From an optimization exercise on the open Yosys and OpenROAD flow, aimed at small area, a short achievable clock period and few clock cycles; shortcuts taken in it are not production practice. Function was checked by simulation only, so behaviour that the tests miss may differ from the original.

==> ember: inputs <==
==> flow/design.v <==
package rid_pkg;
  localparam int unsigned SPEED_DEPTH = 10;
  localparam int unsigned ACCEL_DEPTH = 100;
  localparam int unsigned BLK         = 10;                
  localparam int unsigned NBLK        = ACCEL_DEPTH / BLK - 1;   
  localparam logic [1:0] CMD_SPEED = 2'd0;
  localparam logic [1:0] CMD_ACCEL = 2'd1;
  localparam logic [1:0] CMD_EVAL  = 2'd2;
  localparam logic signed [15:0] SPEED_LIMIT_RST = -16'sd256;
  function automatic logic [48:0] comb(input logic [48:0] a, input logic [48:0] b);
    logic signed [15:0] ax, az1, az0, bx, bz1, bz0;
    logic sx, smx, smn;
    ax  = a[47:32];
    az1 = a[31:16];
    az0 = a[15:0];
    bx  = b[47:32];
    bz1 = b[31:16];
    bz0 = b[15:0];
    sx  = a[48] & (ax > bx);
    smx = a[48] & (az1 > bz1);
    smn = a[48] & (az0 < bz0);
    comb = {b[48], sx ? a[47:32] : b[47:32], smx ? a[31:16] : b[31:16],
            smn ? a[15:0] : b[15:0]};
  endfunction
  function automatic logic [48:0] lpair(input logic va, input logic signed [15:0] xa,
                                        input logic signed [15:0] za, input logic vb,
                                        input logic signed [15:0] xb,
                                        input logic signed [15:0] zb);
    logic sx, gz;
    sx = va & (xa > xb);
    gz = za > zb;
    lpair = {vb, sx ? xa : xb, (va & gz) ? za : zb, (va & ~gz) ? za : zb};
  endfunction
  function automatic logic [17:0] conv_w(input logic [15:0] g);
    logic signed [21:0] gs, u;
    gs = {{6{g[15]}}, g};
    u  = (gs <<< 5) + (gs <<< 4) + gs + 22'sd40 - 22'(g[15]);
    conv_w = u[21:4];
  endfunction
  function automatic logic [27:0] conv_b(input logic [17:0] w);
    logic signed [27:0] ws, a;
    ws = {{10{w[17]}}, w};
    a  = ws + (ws <<< 1);
    conv_b = a + (a <<< 4) + (a <<< 8);
  endfunction
  function automatic logic [15:0] conv_q(input logic [27:0] b);
    logic signed [39:0] bs, c;
    bs = {{12{b[27]}}, b};
    c  = bs + (bs <<< 12) + 40'sd1048576;
    conv_q = c[39:24];
  endfunction
endpackage
module rid_ram #(
  parameter int unsigned DEPTH = 100,
  parameter int unsigned NOUT  = 9
) (
  input  logic                 clk_i,
  input  logic                 we_i,
  input  logic [15:0]          x_i,
  input  logic [15:0]          z_i,
  output logic [NOUT-1:0][15:0] x_o,
  output logic [NOUT-1:0][15:0] z_o
);
  logic [15:0] x_q [DEPTH];
  logic [15:0] z_q [DEPTH];
  always_ff @(posedge clk_i) begin
    if (we_i) begin
      x_q[0] <= x_i;
      z_q[0] <= z_i;
      for (int i = 1; i < DEPTH; i++) begin
        x_q[i] <= x_q[i-1];
        z_q[i] <= z_q[i-1];
      end
    end
  end
  for (genvar k = 0; k < NOUT; k++) begin : g_out
    assign x_o[k] = x_q[DEPTH-NOUT+k];
    assign z_o[k] = z_q[DEPTH-NOUT+k];
  end
endmodule
module rid_scan (
  input  logic                               clk_i,
  input  logic [3:0]                         m_i,       
  input  logic                               full_i,    
  input  logic [8:0][15:0]                   x_i,       
  input  logic [8:0][15:0]                   z_i,
  input  logic [47:0]                        p_i,       
  input  logic [rid_pkg::NBLK-1:0][47:0]     b_i,       
  output logic [47:0]                        st_o       
);
  logic [8:0]  v;
  logic [48:0] l1 [5];
  logic [48:0] l2 [3];
  logic [48:0] o3, o4;
  logic [48:0] pb [10];
  logic [48:0] q1 [5];
  logic [48:0] q2 [3];
  logic [48:0] q3 [2];
  logic [48:0] q4;
  logic [48:0] o4_q, q4_q;
  logic        full_q;
  logic [48:0] of;
  logic [48:0] st;
  for (genvar k = 0; k < 9; k++) begin : g_v
    assign v[k] = (4'(k + 1) >= m_i);
  end
  always_comb begin
    for (int k = 0; k < 4; k++)
      l1[k] = rid_pkg::lpair(v[2*k], x_i[2*k], z_i[2*k], v[2*k+1], x_i[2*k+1], z_i[2*k+1]);
    l1[4] = {v[8], x_i[8], z_i[8], z_i[8]};
    l2[0] = rid_pkg::comb(l1[0], l1[1]);
    l2[1] = rid_pkg::comb(l1[2], l1[3]);
    o3    = rid_pkg::comb(l2[0], l2[1]);
    o4    = rid_pkg::comb(o3, l1[4]);
    pb[0] = {1'b1, p_i};
    for (int j = 0; j < 9; j++) pb[j+1] = {1'b1, b_i[j]};
    for (int j = 0; j < 5; j++) q1[j] = rid_pkg::comb(pb[2*j], pb[2*j+1]);
    q2[0] = rid_pkg::comb(q1[0], q1[1]);
    q2[1] = rid_pkg::comb(q1[2], q1[3]);
    q2[2] = q1[4];
    q3[0] = rid_pkg::comb(q2[0], q2[1]);
    q3[1] = q2[2];
    q4    = rid_pkg::comb(q3[0], q3[1]);
  end
  always_ff @(posedge clk_i) begin
    o4_q   <= o4;
    q4_q   <= q4;
    full_q <= full_i;
  end
  assign of = full_q ? o4_q : {1'b1, 48'd0};
  assign st = rid_pkg::comb(of, q4_q);
  always_ff @(posedge clk_i) begin
    st_o <= st[47:0];
  end
endmodule
module reverse_impact_detector_unit #(
  parameter int unsigned SPEED_DEPTH = rid_pkg::SPEED_DEPTH,
  parameter int unsigned ACCEL_DEPTH = rid_pkg::ACCEL_DEPTH
) (
  input  logic         clk_i,
  input  logic         rst_ni,
  input  logic         s_axis_tvalid,
  output logic         s_axis_tready,
  input  logic [79:0]  s_axis_tdata,
  input  logic [1:0]   s_axis_tuser,
  output logic         m_axis_tvalid,
  input  logic         m_axis_tready,
  output logic [55:0]  m_axis_tdata,
  input  logic         cfg_we_i,
  input  logic [1:0]   cfg_idx_i,
  input  logic [31:0]  cfg_data_i
);
  logic signed [15:0] peak_thr_q;
  logic [15:0]        zspread_thr_q;
  logic [31:0]        hold_q;
  logic signed [15:0] limit_q;
  logic signed [19:0] lim10_q;
  always_ff @(posedge clk_i or negedge rst_ni) begin
    if (!rst_ni) begin
      peak_thr_q    <= '0;
      zspread_thr_q <= '0;
      hold_q        <= '0;
      limit_q       <= rid_pkg::SPEED_LIMIT_RST;
    end else if (cfg_we_i) begin
      case (cfg_idx_i)
        2'd0: peak_thr_q    <= cfg_data_i[15:0];
        2'd1: zspread_thr_q <= cfg_data_i[15:0];
        2'd2: hold_q        <= cfg_data_i;
        2'd3: limit_q       <= cfg_data_i[15:0];
        default: ;
      endcase
    end
  end
  always_ff @(posedge clk_i) begin
    lim10_q <= (20'(limit_q) <<< 3) + (20'(limit_q) <<< 1);
  end
  logic        tready_q;
  logic        acc;
  logic        s1s_q, s1a_q, s1e_q;
  logic signed [15:0] d_spd_q;
  logic [15:0] d_ax_q, d_az_q;
  logic [31:0] now1_q;
  logic [1:0]  rsv_q;           
  logic        e1_adv, e1_stuck, s1e_d, pop;
  logic [1:0]  rsv_adv;
  assign acc      = s_axis_tvalid & tready_q;
  assign e1_adv   = s1e_q & (rsv_q != 2'd2);
  assign e1_stuck = s1e_q & ~e1_adv;
  assign s1e_d    = (acc & (s_axis_tuser == rid_pkg::CMD_EVAL)) | e1_stuck;
  assign rsv_adv  = rsv_q + 2'(e1_adv);
  always_ff @(posedge clk_i or negedge rst_ni) begin
    if (!rst_ni) begin
      tready_q <= 1'b0;
      s1s_q    <= 1'b0;
      s1a_q    <= 1'b0;
      s1e_q    <= 1'b0;
      rsv_q    <= '0;
    end else begin
      tready_q <= ~(s1e_d & (rsv_adv == 2'd2));
      s1s_q    <= acc & (s_axis_tuser == rid_pkg::CMD_SPEED);
      s1a_q    <= acc & (s_axis_tuser == rid_pkg::CMD_ACCEL);
      s1e_q    <= s1e_d;
      rsv_q    <= rsv_adv - 2'(pop);
    end
  end
  always_ff @(posedge clk_i) begin
    d_spd_q <= s_axis_tdata[15:0];
    d_ax_q  <= s_axis_tdata[31:16];
    d_az_q  <= s_axis_tdata[47:32];
    if (acc) now1_q <= s_axis_tdata[79:48];
  end
  assign s_axis_tready = tready_q;
  logic signed [15:0] spd_q [SPEED_DEPTH];
  logic signed [19:0] sum_q;
  always_ff @(posedge clk_i or negedge rst_ni) begin
    if (!rst_ni) begin
      for (int i = 0; i < SPEED_DEPTH; i++) spd_q[i] <= '0;
      sum_q <= '0;
    end else if (s1s_q) begin
      spd_q[0] <= d_spd_q;
      for (int i = 1; i < SPEED_DEPTH; i++) spd_q[i] <= spd_q[i-1];
      sum_q <= sum_q + 20'(d_spd_q) - 20'(spd_q[SPEED_DEPTH-1]);
    end
  end
  logic        a2_q, a3_q, a4_q;
  logic [17:0] wx_q, wz_q;
  logic [27:0] bx_q, bz_q;
  logic [15:0] qx_q, qz_q;
  always_ff @(posedge clk_i or negedge rst_ni) begin
    if (!rst_ni) begin
      a2_q <= 1'b0;
      a3_q <= 1'b0;
      a4_q <= 1'b0;
    end else begin
      a2_q <= s1a_q;
      a3_q <= a2_q;
      a4_q <= a3_q;
    end
  end
  always_ff @(posedge clk_i) begin
    wx_q <= rid_pkg::conv_w(d_ax_q);
    wz_q <= rid_pkg::conv_w(d_az_q);
    bx_q <= rid_pkg::conv_b(wx_q);
    bz_q <= rid_pkg::conv_b(wz_q);
    qx_q <= rid_pkg::conv_q(bx_q);
    qz_q <= rid_pkg::conv_q(bz_q);
  end
  logic [8:0][15:0] old_x, old_z;
  rid_ram #(
    .DEPTH (ACCEL_DEPTH),
    .NOUT  (9)
  ) u_win (
    .clk_i (clk_i),
    .we_i  (a4_q),
    .x_i   (qx_q),
    .z_i   (qz_q),
    .x_o   (old_x),
    .z_o   (old_z)
  );
  logic [47:0]           p_q;
  logic [rid_pkg::NBLK-1:0][47:0] b_q;
  logic [3:0]            m_q;
  logic [6:0]            wcnt_q;
  logic                  full_q;
  logic [48:0]           p_upd;
  assign p_upd = rid_pkg::comb({1'b1, qx_q, qz_q, qz_q}, {1'b1, p_q});
  always_ff @(posedge clk_i or negedge rst_ni) begin
    if (!rst_ni) begin
      p_q    <= '0;
      b_q    <= '0;
      m_q    <= 4'd10;
      wcnt_q <= '0;
      full_q <= 1'b0;
    end else if (a4_q) begin
      if (m_q == 4'd10) begin
        b_q <= {b_q[rid_pkg::NBLK-2:0], p_q};
        p_q <= {qx_q, qz_q, qz_q};
        m_q <= 4'd1;
      end else begin
        p_q <= p_upd[47:0];
        m_q <= m_q + 4'd1;
      end
      if (!full_q) begin
        wcnt_q <= wcnt_q + 7'd1;
        if (wcnt_q == 7'd99) full_q <= 1'b1;
      end
    end
  end
  logic [47:0] st;    
  rid_scan u_scan (
    .clk_i  (clk_i),
    .m_i    (m_q),
    .full_i (full_q),
    .x_i    (old_x),
    .z_i    (old_z),
    .p_i    (p_q),
    .b_i    (b_q),
    .st_o   (st)
  );
  logic        e2_q, e3_q, e4_q, e5_q, e6_q;
  logic        wp_q, rp_q;
  logic [31:0] snow_q [2];
  logic [19:0] ssum_q [2];
  logic        scs_q  [2];
  logic        cs2;
  assign cs2 = sum_q[19] & (sum_q > lim10_q);
  always_ff @(posedge clk_i or negedge rst_ni) begin
    if (!rst_ni) begin
      e2_q <= 1'b0;
      e3_q <= 1'b0;
      e4_q <= 1'b0;
      e5_q <= 1'b0;
      e6_q <= 1'b0;
      wp_q <= 1'b0;
      rp_q <= 1'b0;
    end else begin
      e2_q <= e1_adv;
      e3_q <= e2_q;
      e4_q <= e3_q;
      e5_q <= e4_q;
      e6_q <= e5_q;
      if (e1_adv) wp_q <= ~wp_q;
      if (e6_q)   rp_q <= ~rp_q;
    end
  end
  always_ff @(posedge clk_i) begin
    if (e1_adv) snow_q[wp_q] <= now1_q;
    if (e2_q) begin
      ssum_q[~wp_q] <= sum_q;
      scs_q[~wp_q]  <= cs2;
    end
  end
  logic        det_q, setp_q, gta_q, gtb_q;
  logic [31:0] onset_q;
  logic [31:0] now5, now6;
  logic        gt, cond, det_d, set;
  logic signed [15:0] xmax;
  logic [15:0] zmax, zmin, spread;
  logic [55:0] pd;
  assign now6 = snow_q[rp_q];
  assign now5 = e6_q ? snow_q[~rp_q] : snow_q[rp_q];
  always_ff @(posedge clk_i) begin
    gta_q <= (now5 - now6) > hold_q;
    gtb_q <= (now5 - onset_q) > hold_q;
  end
  assign {xmax, zmax, zmin} = st;
  assign spread = zmax - zmin;
  assign gt     = setp_q ? gta_q : gtb_q;
  assign cond   = scs_q[rp_q] & (xmax > peak_thr_q) & (spread > zspread_thr_q);
  assign det_d  = cond | (det_q & ~gt);
  assign set    = cond & ~det_q;
  assign pd     = {3'b000, ssum_q[rp_q], spread, xmax, det_d};
  always_ff @(posedge clk_i or negedge rst_ni) begin
    if (!rst_ni) begin
      det_q   <= 1'b0;
      onset_q <= '0;
      setp_q  <= 1'b0;
    end else begin
      setp_q <= e6_q & set;
      if (e6_q) begin
        det_q <= det_d;
        if (set) onset_q <= now6;
      end
    end
  end
  logic        out_v_q, sk_v_q;
  logic [55:0] out_q, sk_q;
  logic        out_en;
  assign pop    = out_v_q & m_axis_tready;
  assign out_en = pop | ~out_v_q;
  always_ff @(posedge clk_i or negedge rst_ni) begin
    if (!rst_ni) begin
      out_v_q <= 1'b0;
      sk_v_q  <= 1'b0;
    end else begin
      out_v_q <= out_en ? (sk_v_q | e6_q) : 1'b1;
      sk_v_q  <= out_v_q & (pop ? (sk_v_q & e6_q) : (sk_v_q | e6_q));
    end
  end
  always_ff @(posedge clk_i) begin
    if (out_en) out_q <= sk_v_q ? sk_q : pd;
    if (e6_q & out_v_q & (~pop | sk_v_q)) sk_q <= pd;
  end
  assign m_axis_tvalid = out_v_q;
  assign m_axis_tdata  = out_q;
endmodule
==> flow/run.sh <==
#!/bin/bash
# synth_recipe.tcl (not shown) runs the flow's synth.tcl, then flattens the netlist and writes it again
# the make line also repeats each setting of config.mk as NAME=value (left out here)
make -C /OpenROAD-flow-scripts/flow DESIGN_CONFIG=/design/flow/config.mk WORK_HOME=/design/flow/orfs CLKGATE_MAP_FILE= SYNTH_SCRIPT=/design/flow/synth_recipe.tcl finish
==> flow/config.mk <==
export PLATFORM = sky130hd
export DESIGN_NAME = reverse_impact_detector_unit
export DESIGN_NICKNAME = reverse_impact_detector_unit
export VERILOG_FILES = /design/flow/design.v
export SDC_FILE = /design/flow/constraint.sdc
export NUM_CORES = 4
export LEC_CHECK = 0
export CAP_MARGIN = 20
export CORE_MARGIN = 2
export CORE_UTILIZATION = 40
export SLEW_MARGIN = 20
==> flow/constraint.sdc <==
create_clock -name core_clock -period 10.0 [get_ports {clk_i}]
set_input_delay 2.0000 -clock core_clock [delete_from_list [all_inputs] [get_ports {clk_i}]]
set_output_delay 2.0000 -clock core_clock [all_outputs]
set_load 0.01 [all_outputs]
==> inputs of tundra, as changes to ember <==
--- a/flow/design.v
+++ b/flow/design.v
@@ -8,16 +8,30 @@
   localparam logic [1:0] CMD_EVAL  = 2'd2;
   localparam logic signed [15:0] SPEED_LIMIT_RST = -16'sd256;
+  function automatic logic sgt(input logic [15:0] a, input logic [15:0] b);
+    logic [15:0] g, e;
+    logic [7:0]  g1, e1;
+    logic [3:0]  g2, e2;
+    logic [1:0]  g3, e3;
+    g = {~a[15] & b[15], a[14:0] & ~b[14:0]};
+    e = ~(a ^ b);
+    for (int i = 0; i < 8; i++) begin
+      g1[i] = g[2*i+1] | (e[2*i+1] & g[2*i]);
+      e1[i] = e[2*i+1] & e[2*i];
+    end
+    for (int i = 0; i < 4; i++) begin
+      g2[i] = g1[2*i+1] | (e1[2*i+1] & g1[2*i]);
+      e2[i] = e1[2*i+1] & e1[2*i];
+    end
+    for (int i = 0; i < 2; i++) begin
+      g3[i] = g2[2*i+1] | (e2[2*i+1] & g2[2*i]);
+      e3[i] = e2[2*i+1] & e2[2*i];
+    end
+    sgt = g3[1] | (e3[1] & g3[0]);
+  endfunction
   function automatic logic [48:0] comb(input logic [48:0] a, input logic [48:0] b);
-    logic signed [15:0] ax, az1, az0, bx, bz1, bz0;
     logic sx, smx, smn;
-    ax  = a[47:32];
-    az1 = a[31:16];
-    az0 = a[15:0];
-    bx  = b[47:32];
-    bz1 = b[31:16];
-    bz0 = b[15:0];
-    sx  = a[48] & (ax > bx);
-    smx = a[48] & (az1 > bz1);
-    smn = a[48] & (az0 < bz0);
+    sx  = a[48] & sgt(a[47:32], b[47:32]);
+    smx = a[48] & sgt(a[31:16], b[31:16]);
+    smn = a[48] & sgt(b[15:0], a[15:0]);
     comb = {b[48], sx ? a[47:32] : b[47:32], smx ? a[31:16] : b[31:16],
             smn ? a[15:0] : b[15:0]};
@@ -28,8 +42,14 @@
                                         input logic signed [15:0] zb);
     logic sx, gz;
-    sx = va & (xa > xb);
-    gz = za > zb;
+    sx = va & sgt(xa, xb);
+    gz = sgt(za, zb);
     lpair = {vb, sx ? xa : xb, (va & gz) ? za : zb, (va & ~gz) ? za : zb};
   endfunction
+  function automatic logic elapsed_gt(input logic [31:0] now, input logic [31:0] onset,
+                                      input logic [31:0] hold);
+    logic [33:0] t;
+    t = {2'b00, now} + {2'b00, ~onset} + {2'b00, ~hold} + 34'd1;
+    elapsed_gt = (t[33:32] - 2'(now >= onset)) != 2'd0;
+  endfunction
   function automatic logic [17:0] conv_w(input logic [15:0] g);
     logic signed [21:0] gs, u;
@@ -39,8 +59,7 @@
   endfunction
   function automatic logic [27:0] conv_b(input logic [17:0] w);
-    logic signed [27:0] ws, a;
+    logic signed [27:0] ws;
     ws = {{10{w[17]}}, w};
-    a  = ws + (ws <<< 1);
-    conv_b = a + (a <<< 4) + (a <<< 8);
+    conv_b = ws + (ws <<< 1) + (ws <<< 4) + (ws <<< 5) + (ws <<< 8) + (ws <<< 9);
   endfunction
   function automatic logic [15:0] conv_q(input logic [27:0] b);
@@ -87,19 +106,17 @@
   input  logic [47:0]                        p_i,       
   input  logic [rid_pkg::NBLK-1:0][47:0]     b_i,       
-  output logic [47:0]                        st_o       
+  input  logic [rid_pkg::NBLK-1:0]           bv_i,
+  output logic [15:0]                        xmax_o,
+  output logic [15:0]                        spread_o
 );
   logic [8:0]  v;
   logic [48:0] l1 [5];
-  logic [48:0] l2 [3];
-  logic [48:0] o3, o4;
   logic [48:0] pb [10];
   logic [48:0] q1 [5];
-  logic [48:0] q2 [3];
-  logic [48:0] q3 [2];
-  logic [48:0] q4;
-  logic [48:0] o4_q, q4_q;
-  logic        full_q;
-  logic [48:0] of;
-  logic [48:0] st;
+  logic [48:0] a_o [3];     
+  logic [48:0] a_p [3];     
+  logic [48:0] b_o, b_p;    
+  logic        full_a, full_b;
+  logic [48:0] of, st;
   for (genvar k = 0; k < 9; k++) begin : g_v
     assign v[k] = (4'(k + 1) >= m_i);
@@ -109,27 +126,27 @@
       l1[k] = rid_pkg::lpair(v[2*k], x_i[2*k], z_i[2*k], v[2*k+1], x_i[2*k+1], z_i[2*k+1]);
     l1[4] = {v[8], x_i[8], z_i[8], z_i[8]};
-    l2[0] = rid_pkg::comb(l1[0], l1[1]);
-    l2[1] = rid_pkg::comb(l1[2], l1[3]);
-    o3    = rid_pkg::comb(l2[0], l2[1]);
-    o4    = rid_pkg::comb(o3, l1[4]);
     pb[0] = {1'b1, p_i};
-    for (int j = 0; j < 9; j++) pb[j+1] = {1'b1, b_i[j]};
-    for (int j = 0; j < 5; j++) q1[j] = rid_pkg::comb(pb[2*j], pb[2*j+1]);
-    q2[0] = rid_pkg::comb(q1[0], q1[1]);
-    q2[1] = rid_pkg::comb(q1[2], q1[3]);
-    q2[2] = q1[4];
-    q3[0] = rid_pkg::comb(q2[0], q2[1]);
-    q3[1] = q2[2];
-    q4    = rid_pkg::comb(q3[0], q3[1]);
-  end
-  always_ff @(posedge clk_i) begin
-    o4_q   <= o4;
-    q4_q   <= q4;
-    full_q <= full_i;
+    for (int j = 0; j < 9; j++) pb[j+1] = {bv_i[j], b_i[j]};
+    for (int j = 0; j < 5; j++) q1[j] = rid_pkg::comb(pb[2*j+1], pb[2*j]);
   end
-  assign of = full_q ? o4_q : {1'b1, 48'd0};
-  assign st = rid_pkg::comb(of, q4_q);
   always_ff @(posedge clk_i) begin
-    st_o <= st[47:0];
+    a_o[0] <= rid_pkg::comb(l1[0], l1[1]);
+    a_o[1] <= rid_pkg::comb(l1[2], l1[3]);
+    a_o[2] <= l1[4];
+    a_p[0] <= rid_pkg::comb(q1[1], q1[0]);
+    a_p[1] <= rid_pkg::comb(q1[3], q1[2]);
+    a_p[2] <= q1[4];
+    full_a <= full_i;
+  end
+  always_ff @(posedge clk_i) begin
+    b_o    <= rid_pkg::comb(rid_pkg::comb(a_o[0], a_o[1]), a_o[2]);
+    b_p    <= rid_pkg::comb(a_p[2], rid_pkg::comb(a_p[1], a_p[0]));
+    full_b <= full_a;
+  end
+  assign of = full_b ? b_o : {1'b1, 48'd0};
+  assign st = rid_pkg::comb(of, b_p);
+  always_ff @(posedge clk_i) begin
+    xmax_o   <= st[47:32];
+    spread_o <= st[31:16] - st[15:0];
   end
 endmodule
@@ -260,4 +277,5 @@
   logic [47:0]           p_q;
   logic [rid_pkg::NBLK-1:0][47:0] b_q;
+  logic [rid_pkg::NBLK-1:0]       bv_q;
   logic [3:0]            m_q;
   logic [6:0]            wcnt_q;
@@ -268,5 +286,5 @@
     if (!rst_ni) begin
       p_q    <= '0;
-      b_q    <= '0;
+      bv_q   <= '0;
       m_q    <= 4'd10;
       wcnt_q <= '0;
@@ -274,6 +292,6 @@
     end else if (a4_q) begin
       if (m_q == 4'd10) begin
-        b_q <= {b_q[rid_pkg::NBLK-2:0], p_q};
-        p_q <= {qx_q, qz_q, qz_q};
+        bv_q <= {bv_q[rid_pkg::NBLK-2:0], 1'b1};
+        p_q  <= {qx_q, qz_q, qz_q};
         m_q <= 4'd1;
       end else begin
@@ -287,5 +305,9 @@
     end
   end
-  logic [47:0] st;    
+  always_ff @(posedge clk_i) begin
+    if (a4_q && m_q == 4'd10) b_q <= {b_q[rid_pkg::NBLK-2:0], p_q};
+  end
+  logic signed [15:0] xmax;      
+  logic [15:0]        spread;
   rid_scan u_scan (
     .clk_i  (clk_i),
@@ -294,9 +316,11 @@
     .x_i    (old_x),
     .z_i    (old_z),
-    .p_i    (p_q),
-    .b_i    (b_q),
-    .st_o   (st)
+    .p_i      (p_q),
+    .b_i      (b_q),
+    .bv_i     (bv_q),
+    .xmax_o   (xmax),
+    .spread_o (spread)
   );
-  logic        e2_q, e3_q, e4_q, e5_q, e6_q;
+  logic        e2_q, e3_q, e4_q, e5_q, e6_q, e7_q;
   logic        wp_q, rp_q;
   logic [31:0] snow_q [2];
@@ -312,4 +336,5 @@
       e5_q <= 1'b0;
       e6_q <= 1'b0;
+      e7_q <= 1'b0;
       wp_q <= 1'b0;
       rp_q <= 1'b0;
@@ -320,6 +345,7 @@
       e5_q <= e4_q;
       e6_q <= e5_q;
+      e7_q <= e6_q;
       if (e1_adv) wp_q <= ~wp_q;
-      if (e6_q)   rp_q <= ~rp_q;
+      if (e7_q)   rp_q <= ~rp_q;
     end
   end
@@ -333,17 +359,13 @@
   logic        det_q, setp_q, gta_q, gtb_q;
   logic [31:0] onset_q;
-  logic [31:0] now5, now6;
+  logic [31:0] now6, now7;
   logic        gt, cond, det_d, set;
-  logic signed [15:0] xmax;
-  logic [15:0] zmax, zmin, spread;
   logic [55:0] pd;
-  assign now6 = snow_q[rp_q];
-  assign now5 = e6_q ? snow_q[~rp_q] : snow_q[rp_q];
+  assign now7 = snow_q[rp_q];
+  assign now6 = e7_q ? snow_q[~rp_q] : snow_q[rp_q];
   always_ff @(posedge clk_i) begin
-    gta_q <= (now5 - now6) > hold_q;
-    gtb_q <= (now5 - onset_q) > hold_q;
+    gta_q <= rid_pkg::elapsed_gt(now6, now7, hold_q);
+    gtb_q <= rid_pkg::elapsed_gt(now6, onset_q, hold_q);
   end
-  assign {xmax, zmax, zmin} = st;
-  assign spread = zmax - zmin;
   assign gt     = setp_q ? gta_q : gtb_q;
   assign cond   = scs_q[rp_q] & (xmax > peak_thr_q) & (spread > zspread_thr_q);
@@ -357,8 +379,8 @@
       setp_q  <= 1'b0;
     end else begin
-      setp_q <= e6_q & set;
-      if (e6_q) begin
+      setp_q <= e7_q & set;
+      if (e7_q) begin
         det_q <= det_d;
-        if (set) onset_q <= now6;
+        if (set) onset_q <= now7;
       end
     end
@@ -374,11 +396,11 @@
       sk_v_q  <= 1'b0;
     end else begin
-      out_v_q <= out_en ? (sk_v_q | e6_q) : 1'b1;
-      sk_v_q  <= out_v_q & (pop ? (sk_v_q & e6_q) : (sk_v_q | e6_q));
+      out_v_q <= out_en ? (sk_v_q | e7_q) : 1'b1;
+      sk_v_q  <= out_v_q & (pop ? (sk_v_q & e7_q) : (sk_v_q | e7_q));
     end
   end
   always_ff @(posedge clk_i) begin
     if (out_en) out_q <= sk_v_q ? sk_q : pd;
-    if (e6_q & out_v_q & (~pop | sk_v_q)) sk_q <= pd;
+    if (e7_q & out_v_q & (~pop | sk_v_q)) sk_q <= pd;
   end
   assign m_axis_tvalid = out_v_q;
==> qor.yml <==
floorplan:
  n_tap_cell: 6425
drt:
  dr.pass1.iters: 8
power_and_ir_drop:
  vdd.ir_drop.worst_mv: 0.959
cells_and_area:
  final_area_um2: 220000
  fin_util: 0.457
status:
  status: "no timing/DRC/antenna violations"
synthesis:
  yosysWarnings: 11
The numbers above come from tundra.

==> qor.yml <==
cells_and_area:
  final_area_um2: 218000
  fin_util: 0.460
worst_setup_path:
  crit_buf_inv: 3
power_and_ir_drop:
  vdd.ir_drop.worst_mv: 0.617
status:
  status: "no timing/DRC/antenna violations"
drt:
  dr.pass1.iters: 5
place:
  port_buffers: 175
The numbers above come from ember.

Testbench counts of ember, summed over its fixed seeds: cycles 8,602.
Testbench counts of tundra, summed over its fixed seeds: cycles 8,659.

-- port drivers added, routing unchanged --
How much do the figures lean on ideal ports? The routed layouts below were timed once more, with nothing changed but the port constraints. Step 1, drivers: a clkbuf_16 drives clk_i and a buf_2 each remaining input, both assumed. Step 2 times the ports against the registers' clock, not the clock port: input delays grow and output delays shrink by t, the midpoint of the rising clock arrivals with the driver on. Three values: ideal ports, drivers, drivers and shift; two values: the first two.
run | t, ns | setup slack, ns | worst setup path at the end | latest minus earliest clock arrival (ns) | worst register clock-pin slew, ns
ember | 1.113 | 0.581 / 0.581 / 0.581 | register to register | 0.121 / 0.121 | 0.07 / 0.07
tundra | 1.093 | 3.827 / 3.827 / 3.827 | register to register | 0.068 / 0.068 | 0.07 / 0.07
After both steps setup and hold are still met in every run listed.
